Background: an optimization exercise with open tools, aiming at small area. Do not read the settings as production practice.
Function was checked by simulation only, so behaviour that the tests miss may differ from the original.

==> flow/design.v (outline; a module is shown in full before it is edited, if it fits) <==
// module fp_mul_pipeline: 1438 lines
// module fa_cell: 4 lines
// module ha_cell: 4 lines
// module bsel_cell: 4 lines
// module xnor_cell: 3 lines
// module mux2i_cell: 3 lines
// module a21o_cell: 3 lines
// module or_cell: 3 lines
module fp_mul_pipeline (
  input  logic        clk,
  input  logic        rst_n,
  input  logic        valid_data_in,
  input  logic [31:0] in1,
  input  logic [31:0] in2,
  input  logic [2:0]  rounding_mode,
  output logic [31:0] out,
  output logic        overflow,
  output logic        underflow,
  output logic        inexact,
  output logic        invalid_operation,
  output logic        valid_data_out
);
  // ...
==> flow/flow/run.sh <==
#!/bin/bash
# Standard layout, with plain buf_1 cells as the port buffers and no dummy clock loads.
export BUFFER_PORTS_ARGS="-buffer_cell sky130_fd_sc_hd__buf_1"
export CTS_ARGS="-sink_clustering_enable -repair_clock_nets -buf_list sky130_fd_sc_hd__clkbuf_8 -dont_use_dummy_load"
bash standard.sh > standard.log 2>&1
==> flow/standard.sh <==
#!/bin/bash
# synth_recipe.tcl (not shown) runs the flow's synth.tcl, then flattens the netlist and writes it again
# the make line also repeats each setting of config.mk as NAME=value (left out here)
make -C /OpenROAD-flow-scripts/flow DESIGN_CONFIG=/design/flow/config.mk WORK_HOME=/design/flow/orfs CLKGATE_MAP_FILE= SYNTH_SCRIPT=/design/flow/synth_recipe.tcl "${@:-finish}"
==> flow/config.mk <==
export PLATFORM = sky130hd
export DESIGN_NAME = fp_mul_pipeline
export DESIGN_NICKNAME = fp_mul_pipeline
export VERILOG_FILES = /design/flow/design.v
export SDC_FILE = /design/flow/constraint.sdc
export NUM_CORES = 4
export LEC_CHECK = 0
export CAP_MARGIN = 5
export CORE_MARGIN = 2
export CORE_UTILIZATION = 60
export CTS_BUF_LIST = sky130_fd_sc_hd__clkbuf_8
export PLACE_DENSITY = 0.72
export SLEW_MARGIN = 5
export SYNTH_HIERARCHICAL = 1
export SYNTH_MINIMUM_KEEP_SIZE = 0
==> flow/constraint.sdc <==
create_clock -name core_clock -period 8.0 [get_ports {clk}]
set_input_delay 1.6000 -clock core_clock [delete_from_list [all_inputs] [get_ports {clk}]]
set_output_delay 1.6000 -clock core_clock [all_outputs]
set_load 0.01 [all_outputs]
==> impl_results.md, run 1 <==
- Global routing met3 resource utilization: under 10%
- Post-synthesis share of cell area spent on xor and xnor gates: about 17%
- Worst setup slack before clock tree synthesis: 0.670 ns
- Dpl hpwl: roughly 40 mm
- Run status: complete, no violations
- Met2 WL: about 22 mm
- Transition time of the tightest slew-check pin: approximately 1.3 ns
- Largest register by flop count: out
- Syn Inst Count: about 1,700
- Depth of the critical timing path with buffers and inverters included: 20
- Overall track demand over capacity in global routing: approximately a third
- Worst slew slack as a fraction of its limit: 16.0%
- Post-synthesis share of cell area spent on full adders, half adders and majority gates: between 30% and 40%
- Clock root buffer: clkbuf_8
- Most heavily used metal layer in global routing: met2
- Number of distinct library cells after synthesis: 60
- Sequential share of cell area: 15.4%
- Dominant combinational cell family by area after synthesis: adder cells
- Number of core rows: 62
- Setup repair after global routing missed its margin: false
- Number of optimization iterations in the first detailed-route pass: 6
- CTS sink count: 137
- Sequence of cells on the critical path: nor3_1 > a21oi_1 > buf_4 > o22ai_1 > xnor2_1 > fa_1 > fa_1 > fa_1 > fa_1 > fa_1 > ha_1 > nand4_1 > inv_1 > nand2_1 > or4_4 > o21ai_2 > nand4_1 > a21oi_1 > a31o_2 > fa_1
- Worst reg2reg path endpoint: prn2[24]$_DFF_P_
==> inputs of run 2 (changes only) <==
--- a/flow/design.v
+++ b/flow/design.v
@@ -44,10 +44,19 @@
   end
-  wire [9:0] ex   = {2'b0, e1} + {2'b0, e2} - 10'd127;
+  wire [8:0] sx;
+  wire [8:0] sc;
+  xnor_cell u_ex0x (.a(e1[0]), .b(e2[0]), .y(sx[0]));
+  or_cell   u_ex0o (.a(e1[0]), .b(e2[0]), .y(sc[1]));
+  genvar ei;
+  for (ei = 1; ei < 8; ei = ei + 1) begin : g_ex
+    fa_cell u_fa (.a(e1[ei]), .b(e2[ei]), .c(sc[ei]), .s(sx[ei]), .co(sc[ei + 1]));
+  end
+  assign sx[8] = sc[8];
   wire       opsp = z1 | z2 | x1 | x2;
-  wire       ufs  = ~opsp & ex[9];
-  wire       ofs  = ~opsp & ~ex[9] & (ex[8] | &ex[7:0]);
+  wire       ufs  = ~opsp & ~sx[8] & ~sx[7];
+  wire       ofs  = ~opsp & sx[8] & (sx[7] | (&sx[6:0]));
   wire       spec = opsp | ufs | ofs;
-  wire [7:0] es_a = spec ? {3'd0, ofs, ufs, inv & opsp, isinf & opsp, isnan & opsp} : ex[7:0];
+  wire [7:0] ex   = {~sx[7], sx[6:0]};
+  wire [7:0] es_a = spec ? {3'd0, ofs, ufs, inv & opsp, isinf & opsp, isnan & opsp} : ex;
   logic        v1;
-  logic [22:0] m1r, m2r;
+  logic [22:0] m1r, m2n;
   logic [7:0]  es1;
@@ -62,3 +71,3 @@
     nk1 <= ~(sel2 | c5);
-    m2r <= f2 & {23{~(sel1 | c5)}};
+    m2n <= ~(f2 & {23{~(sel1 | c5)}});
     es1 <= es_a;
@@ -93,5 +102,5 @@
   assign na23 = ~(m1r[22] & nk1);
-  assign bn26 = m2r[1];
-  assign bo24 = m2r[0] ^ 1'b0;
-  assign bt25 = (m2r[1] & ~m2r[0] & ~1'b0) | (~m2r[1] & m2r[0] & 1'b0);
+  assign bn26 = (~m2n[1]);
+  assign bo24 = (~m2n[0]) ^ 1'b0;
+  assign bt25 = ((~m2n[1]) & ~(~m2n[0]) & ~1'b0) | (~(~m2n[1]) & (~m2n[0]) & 1'b0);
   assign bon27 = ~bo24;
@@ -102,5 +111,5 @@
   assign nb120 = ~bn26;
-  assign bn123 = m2r[3];
-  assign bo121 = m2r[2] ^ m2r[1];
-  assign bt122 = (m2r[3] & ~m2r[2] & ~m2r[1]) | (~m2r[3] & m2r[2] & m2r[1]);
+  assign bn123 = (~m2n[3]);
+  assign bo121 = (~m2n[2]) ^ (~m2n[1]);
+  assign bt122 = ((~m2n[3]) & ~(~m2n[2]) & ~(~m2n[1])) | (~(~m2n[3]) & (~m2n[2]) & (~m2n[1]));
   assign bon124 = ~bo121;
@@ -111,5 +120,5 @@
   assign nb217 = ~bn123;
-  assign bn220 = m2r[5];
-  assign bo218 = m2r[4] ^ m2r[3];
-  assign bt219 = (m2r[5] & ~m2r[4] & ~m2r[3]) | (~m2r[5] & m2r[4] & m2r[3]);
+  assign bn220 = (~m2n[5]);
+  assign bo218 = (~m2n[4]) ^ (~m2n[3]);
+  assign bt219 = ((~m2n[5]) & ~(~m2n[4]) & ~(~m2n[3])) | (~(~m2n[5]) & (~m2n[4]) & (~m2n[3]));
   assign bon221 = ~bo218;
@@ -120,5 +129,5 @@
   assign nb314 = ~bn220;
-  assign bn317 = m2r[7];
-  assign bo315 = m2r[6] ^ m2r[5];
-  assign bt316 = (m2r[7] & ~m2r[6] & ~m2r[5]) | (~m2r[7] & m2r[6] & m2r[5]);
+  assign bn317 = (~m2n[7]);
+  assign bo315 = (~m2n[6]) ^ (~m2n[5]);
+  assign bt316 = ((~m2n[7]) & ~(~m2n[6]) & ~(~m2n[5])) | (~(~m2n[7]) & (~m2n[6]) & (~m2n[5]));
   assign bon318 = ~bo315;
@@ -129,5 +138,5 @@
   assign nb411 = ~bn317;
-  assign bn414 = m2r[9];
-  assign bo412 = m2r[8] ^ m2r[7];
-  assign bt413 = (m2r[9] & ~m2r[8] & ~m2r[7]) | (~m2r[9] & m2r[8] & m2r[7]);
+  assign bn414 = (~m2n[9]);
+  assign bo412 = (~m2n[8]) ^ (~m2n[7]);
+  assign bt413 = ((~m2n[9]) & ~(~m2n[8]) & ~(~m2n[7])) | (~(~m2n[9]) & (~m2n[8]) & (~m2n[7]));
   assign bon415 = ~bo412;
@@ -138,5 +147,5 @@
   assign nb508 = ~bn414;
-  assign bn511 = m2r[11];
-  assign bo509 = m2r[10] ^ m2r[9];
-  assign bt510 = (m2r[11] & ~m2r[10] & ~m2r[9]) | (~m2r[11] & m2r[10] & m2r[9]);
+  assign bn511 = (~m2n[11]);
+  assign bo509 = (~m2n[10]) ^ (~m2n[9]);
+  assign bt510 = ((~m2n[11]) & ~(~m2n[10]) & ~(~m2n[9])) | (~(~m2n[11]) & (~m2n[10]) & (~m2n[9]));
   assign bon512 = ~bo509;
@@ -147,5 +156,5 @@
   assign nb605 = ~bn511;
-  assign bn608 = m2r[13];
-  assign bo606 = m2r[12] ^ m2r[11];
-  assign bt607 = (m2r[13] & ~m2r[12] & ~m2r[11]) | (~m2r[13] & m2r[12] & m2r[11]);
+  assign bn608 = (~m2n[13]);
+  assign bo606 = (~m2n[12]) ^ (~m2n[11]);
+  assign bt607 = ((~m2n[13]) & ~(~m2n[12]) & ~(~m2n[11])) | (~(~m2n[13]) & (~m2n[12]) & (~m2n[11]));
   assign bon609 = ~bo606;
@@ -156,5 +165,5 @@
   assign nb702 = ~bn608;
-  assign bn705 = m2r[15];
-  assign bo703 = m2r[14] ^ m2r[13];
-  assign bt704 = (m2r[15] & ~m2r[14] & ~m2r[13]) | (~m2r[15] & m2r[14] & m2r[13]);
+  assign bn705 = (~m2n[15]);
+  assign bo703 = (~m2n[14]) ^ (~m2n[13]);
+  assign bt704 = ((~m2n[15]) & ~(~m2n[14]) & ~(~m2n[13])) | (~(~m2n[15]) & (~m2n[14]) & (~m2n[13]));
   assign bon706 = ~bo703;
@@ -165,5 +174,5 @@
   assign nb799 = ~bn705;
-  assign bn802 = m2r[17];
-  assign bo800 = m2r[16] ^ m2r[15];
-  assign bt801 = (m2r[17] & ~m2r[16] & ~m2r[15]) | (~m2r[17] & m2r[16] & m2r[15]);
+  assign bn802 = (~m2n[17]);
+  assign bo800 = (~m2n[16]) ^ (~m2n[15]);
+  assign bt801 = ((~m2n[17]) & ~(~m2n[16]) & ~(~m2n[15])) | (~(~m2n[17]) & (~m2n[16]) & (~m2n[15]));
   assign bon803 = ~bo800;
@@ -174,5 +183,5 @@
   assign nb896 = ~bn802;
-  assign bn899 = m2r[19];
-  assign bo897 = m2r[18] ^ m2r[17];
-  assign bt898 = (m2r[19] & ~m2r[18] & ~m2r[17]) | (~m2r[19] & m2r[18] & m2r[17]);
+  assign bn899 = (~m2n[19]);
+  assign bo897 = (~m2n[18]) ^ (~m2n[17]);
+  assign bt898 = ((~m2n[19]) & ~(~m2n[18]) & ~(~m2n[17])) | (~(~m2n[19]) & (~m2n[18]) & (~m2n[17]));
   assign bon900 = ~bo897;
@@ -183,5 +192,5 @@
   assign nb993 = ~bn899;
-  assign bn996 = m2r[21];
-  assign bo994 = m2r[20] ^ m2r[19];
-  assign bt995 = (m2r[21] & ~m2r[20] & ~m2r[19]) | (~m2r[21] & m2r[20] & m2r[19]);
+  assign bn996 = (~m2n[21]);
+  assign bo994 = (~m2n[20]) ^ (~m2n[19]);
+  assign bt995 = ((~m2n[21]) & ~(~m2n[20]) & ~(~m2n[19])) | (~(~m2n[21]) & (~m2n[20]) & (~m2n[19]));
   assign bon997 = ~bo994;
@@ -193,4 +202,4 @@
   assign bn1093 = 1'b1;
-  assign bo1091 = m2r[22] ^ m2r[21];
-  assign bt1092 = (1'b1 & ~m2r[22] & ~m2r[21]) | (~1'b1 & m2r[22] & m2r[21]);
+  assign bo1091 = (~m2n[22]) ^ (~m2n[21]);
+  assign bt1092 = (1'b1 & ~(~m2n[22]) & ~(~m2n[21])) | (~1'b1 & (~m2n[22]) & (~m2n[21]));
   assign bon1094 = ~bo1091;
==> flow/flow/run.sh (replaced) <==
#!/bin/bash
# Standard layout, with plain buf_1 cells as the port buffers and a clock tree of fewer,
# larger sink clusters without dummy loads.
export BUFFER_PORTS_ARGS="-buffer_cell sky130_fd_sc_hd__buf_1"
export CTS_ARGS="-sink_clustering_enable -repair_clock_nets -buf_list sky130_fd_sc_hd__clkbuf_8 -dont_use_dummy_load -sink_clustering_size 24 -sink_clustering_max_diameter 120"
bash standard.sh > standard.log 2>&1
--- a/flow/config.mk
+++ b/flow/config.mk
@@ -11,2 +11,3 @@
 export CTS_BUF_LIST = sky130_fd_sc_hd__clkbuf_8
+export GPL_TIMING_DRIVEN = 0
 export PLACE_DENSITY = 0.72
==> impl_results.md, run 2 <==
- Run status: complete, no violations
- Placed cell area: roughly 18,000 sq um
- Sequential-to-total area share from yosys stat: 17.2%
- Share of synthesized area spent on multiplexers: about 1.5%
- Synthesis Warnings: 7
- Setup-failing EPs final: 0
- Worst setup slack before clock tree synthesis: 0.0419 ns (-0.629 ns)
- Quantity of I/O buffers inserted on ports: ~110
- Area growth from synthesis to layout: 9.57%
- Detailed Route WL: approximately 49 mm
- CTS clock-pin slew for the worst setup and hold paths: 0.07 ns
- Setup clock skew after layout: 0.0431 ns
- Share of post-route cells with drive strength above 1: 5.64%
- Top cells by area, synth: fa_1 (33%), xnor2_1 (16%), dfxtp_1 (11%)
- Most common cell after layout, fill and taps aside: xnor2_1
- Final critical-path required period: 7.71 ns
- Max-capacitance violation count: 0
- Antenna diodes: 0
- Overall overflow remaining after global route: 0
- Depth of the critical timing path with buffers and inverters included: 22 (+10%)
- Die area: 29,900 sq um
- Post-synthesis share of cell area spent on full adders, half adders and majority gates: 39.8% (+0.86 points)
- Reg-to-reg setup timing slack: 0.29 ns
- Average wire length per cell after detail routing: approximately 23 um
- Slowest CP cell: inv_2
- Post-synthesis share of cell area spent on xor and xnor gates: 17.4% (+0.12 points)
- Transition time of the tightest slew-check pin: 1.39 ns (+0.134 ns)
- Start-to-end type of the worst setup path: flip-flop to flip-flop
- Most area-hungry cell type in the Yosys netlist: fa_1
- Number of optimization iterations in the first detailed-route pass: 10 (+4)
- Iter 0 DRT Violations: 1,655
- Logic depth of the worst register-to-register path: 22
- Sequence of cells on the critical path: clkbuf_1 > inv_2 > nor3_1 > a21oi_2 > buf_8 > o22ai_1 > xnor2_1 > fa_1 > fa_1 > fa_1 > fa_1 > fa_1 > ha_1 > nand4_1 > inv_1 > a221oi_2 > o21a_1 > a21oi_1 > o211ai_1 > nand2b_1 > fa_1 > xor2_1
- Vias in the first global route: around 15,000
- Largest register by flop count: out
- Pin count of the biggest net entering global routing: 40
- Commonest cells in the netlist: xnor2_1 (321), fa_1 (283), o22ai_1 (266)
- Core ar.: 27,900 sq um
- Syn Inst Count: 1,603 (-3.4%)
- Cell with the most instances after synthesis: xnor2_1
- CTS Buffer Depth: 2
- Cell family with most CP delay: adder cells
- Biggest cell delay along the critical path: 0.66 ns
- Classification of the worst-slack hold path: flip-flop to flip-flop
- Critical Path End: prn2[23]$_DFF_P_
- Routability congestion estimate from global placement: 0.968
- Number of flops mapped to enable cells by yosys: 0
- Die height: 173 um
- Number of register bits inferred by synthesis: approximately 140
- Dpl hpwl: 36.6 mm (-7.7%)
- Worst flop-to-flop path startpoint: m2n[17]$_DFF_P_
- Clock root buffer: clkbuf_8
- Area fraction of the dominant cell type after synthesis: about a third
- Final-stage net count: approximately 2,200
- Number of hold-slack violations in the final timing report: 0
- First-pass GRT wire length: approximately 80 mm
- Number of flip-flops in the largest register: 32
- Total Negative Setup Slacks: 0 ns
- Worst slew slack as a fraction of its limit: 6.90% (-9.1 points)
- Predominant post-synthesis flop cell: dfxtp_1
- Dominant combinational cell family by area after synthesis: adder cells
- Number of core rows: 61 (-1.6%)
- Width of the die: approximately 170 um
- Setup repair after global routing missed its margin: false
- Final Cell Area: ~19,000 sq um
- Most used cells in the layout excluding fill and tap cells: xnor2_1 (311), fa_1 (283), o22ai_1 (266)
- Worst reg2reg path endpoint: prn2[23]$_DFF_P_
- Largest regs: out: 32 flops, prn2: 26 flops
- Crit path setup slack, layout: roughly 0.29 ns
- Number of distinct library cells after synthesis: 55 (-8.3%)
- Num CTS Buffers: 17
- Netlist Area Pre-Place: 17,100 sq um
- Average cell area after synthesis: approximately 11 sq um
- Clock tree from TritonCTS: yes
- Buf+Inv Stages, Crit Path: 4
- Count of vias placed by the detailed router: 14,000
- Worst setup EP type: flip-flop
- # DRC: 0
- IO Count: ~110
- CTS sink count: 137 (unchanged)
- Number of routed nets with antenna violations: 0
- Critical path launch point type: flip-flop
- Portion of the clock cycle consumed by the worst path in the final layout: between 90% and 100%
- Number of H-tree branching levels: 4
- Simple logic cell fraction of the synthesized area: 7.46%
- Complex-gate fraction of the synthesized area: between 10% and 20%
- Antenna violations before repair: 0
- Highest fanout seen on the critical path: 26
- Clock insertion delay at the later pin of the skew report: 0.44 ns
- Fraction of registers with async set or reset after synthesis: between 20% and 30%
- Data required time at the worst endpoint: 8.31 ns
- Maximum operating frequency: 130 MHz
- Worst setup path startpoint: m2n[17]$_DFF_P_
- Pins Over Slew Limit: 0
- Vias per std cell: 6.58
- Core utilization of the finished layout: between 60% and 70%
- Data arrival time of the worst path: roughly 8.0 ns
- Crit path top cell by count: fa_1
- Initial core utilization: between 60% and 70%
- Overall track demand over capacity in global routing: 33.6% (-1.1 points)
## run 2: through the flow
step,cells,hold slack (ns)
2_1_floorplan,1607,0.310
3_3_place_gp,2091,0.311
3_5_place_dp,2112,0.312
4_1_cts,2129,0.328
5_1_grt,2132,0.337
6_report,2132,0.327
## run 2: modules after synthesis (local to each module, per instance)
module,times used,flops+latches,cell area (sq um),cells
fa_cell,259,0,20.0,1
xnor_cell,278,0,8.76,1
mux2i_cell,24,0,10.0,1
a21o_cell,23,0,7.51,1
or_cell,35,0,6.26,1
ha_cell,34,0,12.5,1
fp_mul_pipeline,1,137,6790,686
bsel_cell,264,0,6.26,1
## run 2: worst min path at each step
stage | startpoint | to | slack (ns) | cells after the start
5_1_grt | es1[1]$_DFF_P_ | es2[1]$_DFF_P_ | 0.34 | 0
3_5_place_dp | es1[1]$_DFF_P_ | es2[1]$_DFF_P_ | 0.31 | 0
4_1_cts | es1[1]$_DFF_P_ | es2[1]$_DFF_P_ | 0.33 | 0
3_3_place_gp | es1[6]$_SDFF_PN0_ | es2[6]$_DFF_P_ | 0.31 | 0
2_1_floorplan | es1[0]$_DFF_P_ | es2[0]$_DFF_P_ | 0.31 | 0
6_report | es1[1]$_DFF_P_ | es2[1]$_DFF_P_ | 0.33 | 0
## run 2: repair_timing
item                                    in CTS  in global routing
resized for setup                            1                 24
hold buffers                                 0                  0
endpoints found under the setup margin       2                 15
buffers inserted                             0                  2
hold endpoints to repair                     0                  0
## run 2: metal layers
layer / GRT usage [%] / part of all wire [%] / vias up / wire length, um
li1: - / - / 6050 / -
met1: 43.5 / 38 / 6820 / 18500
met2: 53.5 / 46 / 965 / 22700
met3: 7.78 / 11 / 195 / 5480
met4: 16.1 / 4.7 / 0 / 2310
met5: 0 / 0 / - / 0
## run 2: worst reg2reg max path: stages, from the launching register on
cell,delay (ns)
dfxtp_1,0.33
clkbuf_1,0.22
inv_2,0.66
nor3_1,0.14
a21oi_2,0.49
buf_8,0.25
o22ai_1,0.12
xnor2_1,0.22
fa_1,0.54
fa_1,0.44
fa_1,0.43
fa_1,0.49
fa_1,0.54
ha_1,0.37
nand4_1,0.22
inv_1,0.09
a221oi_2,0.57
o21a_1,0.30
a21oi_1,0.10
o211ai_1,0.31
nand2b_1,0.12
fa_1,0.40
xor2_1,0.25
## run 2: layout make-up
class / instances / area (sq um)
fill: 2242 / 9180
sequential: 137 / 2940
multi-input combinational: 1405 / 14100
buffer: 18 / 78.8
timing repair buffer: 130 / 743
inverter: 47 / 193
clock buffer: 17 / 234
tap: 378 / 473
## run 2: kinds of logic after synthesis
logic type,after synthesis
XOR/XNOR,340
other,1
buffers and inverters,65
flip-flops,137
AND/OR/NAND/NOR,249
adder cells (fa/ha/maj),376
multiplexers,25
AO/OA/AOI/OAI,410

[static timing again, ports no longer ideal]
Ports are ideal in the flow. The routed layouts listed here were re-timed in OpenROAD. Step 1: set_driving_cell puts a clkbuf_16 on clk and a buf_2 on each other input, an assumption about the parent block. Step 2 moves the port delays by t, midway between the first and last clock arrival at a register: inputs arrive t later, outputs are due t later. That takes back most of the time a late clock gives input paths. Three values: ideal, step 1, step 2; two values: the first two.
run	t, ns	slack for setup (ns)	cell pins on the clock port's net
run 1	0.476	0.466 / 0.466 / 0.466	1
run 2	0.457	0.294 / 0.294 / 0.294	1
After both steps every run listed still meets setup and hold.
